This design comes from an exercise in tuning for small area, a short achievable clock period and few clock cycles per item on the open sky130 flow, not from production work. Power and IR drop assume default switching activity.

## wip/sierra
Design trickle_interval_timer_unit, start of the top module:
module trickle_interval_timer_unit #(
    parameter int unsigned TICKS_PER_SECOND = trk_tmr_pkg::TICKS_PER_SECOND_DEF,
    parameter int unsigned MAX_EXP          = trk_tmr_pkg::MAX_EXP_DEF
) (
    input  wire                                  i_clk,
    input  wire                                  i_rst_n,
    input  wire                                  i_in_valid,
    output logic                                 o_in_ready,
    input  wire [18:0]                           i_in,
    output logic                                 o_out_valid,
    input  wire                                  i_out_ready,
    output logic [15:0]                          o_out,
    input  wire                                  i_cfg_valid,
    output logic                                 o_cfg_ready,
    input  wire [trk_tmr_pkg::CFG_IDX_W-1:0]     i_cfg_index,
    input  wire [trk_tmr_pkg::CFG_DAT_W-1:0]     i_cfg_data
);
    localparam int unsigned EXP_W  = trk_tmr_pkg::EXP_W;
    localparam int unsigned CNT_W  = trk_tmr_pkg::CNT_W;
    localparam int unsigned TICK_W = trk_tmr_pkg::TICK_W;
    localparam logic [(1 << EXP_W)*TICK_W-1:0] TICK_TBL =
        trk_tmr_pkg::ticks_table(TICKS_PER_SECOND);
    localparam logic [(1 << EXP_W)*TICK_W-1:0] HALF_TBL =
        trk_tmr_pkg::half_table(TICKS_PER_SECOND);
    localparam logic [(1 << EXP_W)*TICK_W-1:0] NTAIL_TBL =
        trk_tmr_pkg::ntail_table(TICKS_PER_SECOND);
    localparam logic [EXP_W-1:0]  MAX_EXP_V  = EXP_W'(MAX_EXP);
    localparam logic [TICK_W-1:0] POSTPONE_T = TICK_W'(TICKS_PER_SECOND);
    logic [EXP_W-1:0] r_min_exp;
    logic [EXP_W-1:0] r_doublings;
    logic [CNT_W-1:0] r_redundancy;
    logic [EXP_W-1:0] r_ceil;
    logic [EXP_W-1:0]  r_exp;
    logic [CNT_W-1:0]  r_heard;
    logic [2:0]        r_event;
    logic              r_fire_pending;
    logic              r_running;
    logic              r_addr_ok;
    logic [TICK_W-1:0] r_ticks;
    logic [TICK_W-1:0] r_b;
    logic              r_busy;
    logic [4:0]        r_step;
  ...
clock: 22.0 ns
lec_check: 0
cap_margin: 20
core_margin: 2
core_utilization: 40
place_density: 0.6
slew_margin: 20
standard.sh (not shown) runs the stock make flow with config.mk's settings and CLKGATE_MAP_FILE= SYNTH_SCRIPT=/design/flow/synth_recipe.tcl, a recipe that flattens the netlist after the stock synthesis.
==> flow/flow/run.sh <==
#!/bin/bash
set -euo pipefail
bash standard.sh SETUP_SLACK_MARGIN=16.4 finish > make_finish.log 2>&1
Input changes introduced in wip/quartz (baseline for comparison: wip/sierra):
==> flow/flow/run.sh <==
#!/bin/bash
# The standard layout (standard.sh: its synthesis, floorplan, placement,
# CTS and routing, with the design's SDC), with two knobs changed:
#  * timing repair keeps a setup margin, so the achieved period is pushed
#    below the design's clock period;
#  * the port buffers are plain buffers instead of the resizer's pick.
# All of make's output goes to make_finish.log in the work folder.
set -euo pipefail
MARGIN=$(awk -v p="$FLOW_PERIOD_NS" 'BEGIN { printf "%.2f", p - 6.3 }')
bash standard.sh "SETUP_SLACK_MARGIN=$MARGIN" \
    "BUFFER_PORTS_ARGS=-buffer_cell sky130_fd_sc_hd__buf_1" finish > make_finish.log 2>&1
diff --git a/flow/config.mk b/flow/config.mk
--- a/flow/config.mk
+++ b/flow/config.mk
@@ -10,2 +10,3 @@
 export CORE_UTILIZATION = 40
+export CTS_BUF_LIST = sky130_fd_sc_hd__clkbuf_8
 export PLACE_DENSITY = 0.6
--- outcome ---
Taking wip/sierra as the reference, in wip/quartz sequential share of layout area picked up an extra 2.3 points, area taken by flip-flops and latches went down, wire length of the first global-routing pass shows a reduction of about 4.7%, worst hold slack roughly the same, area of all placed cells without fillers went down about 8%.
Routed wire length improves in wip/quartz relative to wip/sierra.
Ratio of final minimum period to clock period (wip/quartz over wip/sierra): increase, 2.2 points
Per the final summary, wip/quartz finished and its layout is clean on timing, DRC and antenna.
Looking at multi-input logic area across wip/quartz and wip/sierra, the one that comes out higher is wip/sierra.
wip/quartz vs wip/sierra, largest power group: registers vs clock
[inputs] wip/violet vs wip/quartz
==> flow/run.sh (new file) <==
#!/bin/bash
# synth_recipe.tcl (not shown) runs the flow's synth.tcl, then flattens the netlist and writes it again
# the make line also repeats each setting of config.mk as NAME=value (left out here)
make -C /OpenROAD-flow-scripts/flow DESIGN_CONFIG=/design/flow/config.mk WORK_HOME=/design/flow/orfs CLKGATE_MAP_FILE= SYNTH_SCRIPT=/design/flow/synth_recipe.tcl finish
diff --git a/flow/config.mk b/flow/config.mk
--- a/flow/config.mk
+++ b/flow/config.mk
@@ -10,3 +10,2 @@
 export CORE_UTILIZATION = 40
-export CTS_BUF_LIST = sky130_fd_sc_hd__clkbuf_8
 export PLACE_DENSITY = 0.6
removed: flow/flow/run.sh
removed: flow/standard.sh
Results
Diff wip/violet and wip/quartz: cell leakage power lower in wip/quartz. As far as fraction of met3 tracks used by global routing is concerned, wip/violet and wip/quartz perform about the same. wip/quartz -> wip/violet: internal cell power increased by more than 10%. Looking at clock share of power across wip/violet and wip/quartz, the one that comes out higher is wip/violet. wip/quartz → wip/violet: maximum number of pins on one net before global-route repair moved up, proportion of power drawn by combinational gates has decreased, multi-input gate share of the layout cell area down 2.6 points, share of total power consumed by net switching -3.2 points. Of wip/violet and wip/quartz, wip/quartz shows the higher via count, with wip/violet below it.
Input-level comparison between wip/maple and wip/violet:
diff --git a/flow/config.mk b/flow/config.mk
--- a/flow/config.mk
+++ b/flow/config.mk
@@ -7,2 +7,3 @@
 export LEC_CHECK = 0
+export ABC_AREA = 1
 export CAP_MARGIN = 20
Findings:
Largest net degree at the start of global routing (higher): wip/violet
The worst slew margin relative to its limit in wip/maple sits 7.2 points above the value recorded for wip/violet.
Buffers plus inverters on the worst setup path, wip/violet and wip/maple, higher one = wip/violet.
Comparing wip/violet and wip/maple, the lower met2 track demand over resource is on wip/violet.
Comparing wip/violet and wip/maple, path length in cells of the critical path is lower on wip/maple.
Synthesized area on wip/maple is behind wip/violet.
In the tables for wip/violet and wip/maple, design area reads lower with wip/violet.
Placed standard-cell area for wip/maple: 1.4% up relative to wip/violet
wip/maple has more setup slack than wip/violet.
Relative to wip/violet, the final cell count measured on wip/maple has increased by more than 10%.
Fmax: wip/maple above wip/violet
No run of this note included a check of the RTL's function; only the layout flow was run.

==> separate check: timing with driven ports <==
No port has a modelled driver above. Below, the same layouts with a new extraction and two added sets of constraints. Step 1 sets driving cells, clkbuf_16 on the clock port and buf_2 on the other inputs (assumed; they add their load-dependent delay and slew). Step 2 adds t to the input delays and takes it off the output delays; t is the mean of the earliest and latest rising clock arrival at the registers after step 1. Input paths then give back, and output paths get back, about the clock's delay inside the block. Slacks: no drivers / after step 1 / after step 2; pairs: no drivers / after step 1.
run	t, ns	setup slack, ns	cell pins on the clock port's net
wip/sierra	0.475	16.450 / 16.405 / 15.999	1
wip/quartz	0.496	15.959 / 15.939 / 15.489	1
wip/violet	0.469	15.486 / 15.510 / 15.042	1
wip/maple	0.464	15.771 / 15.727 / 15.452	1
After both steps every run listed still meets setup and hold. The setup slack of wip/quartz, which loses most, moves by -0.020 ns with the drivers and by -0.470 ns with both steps.
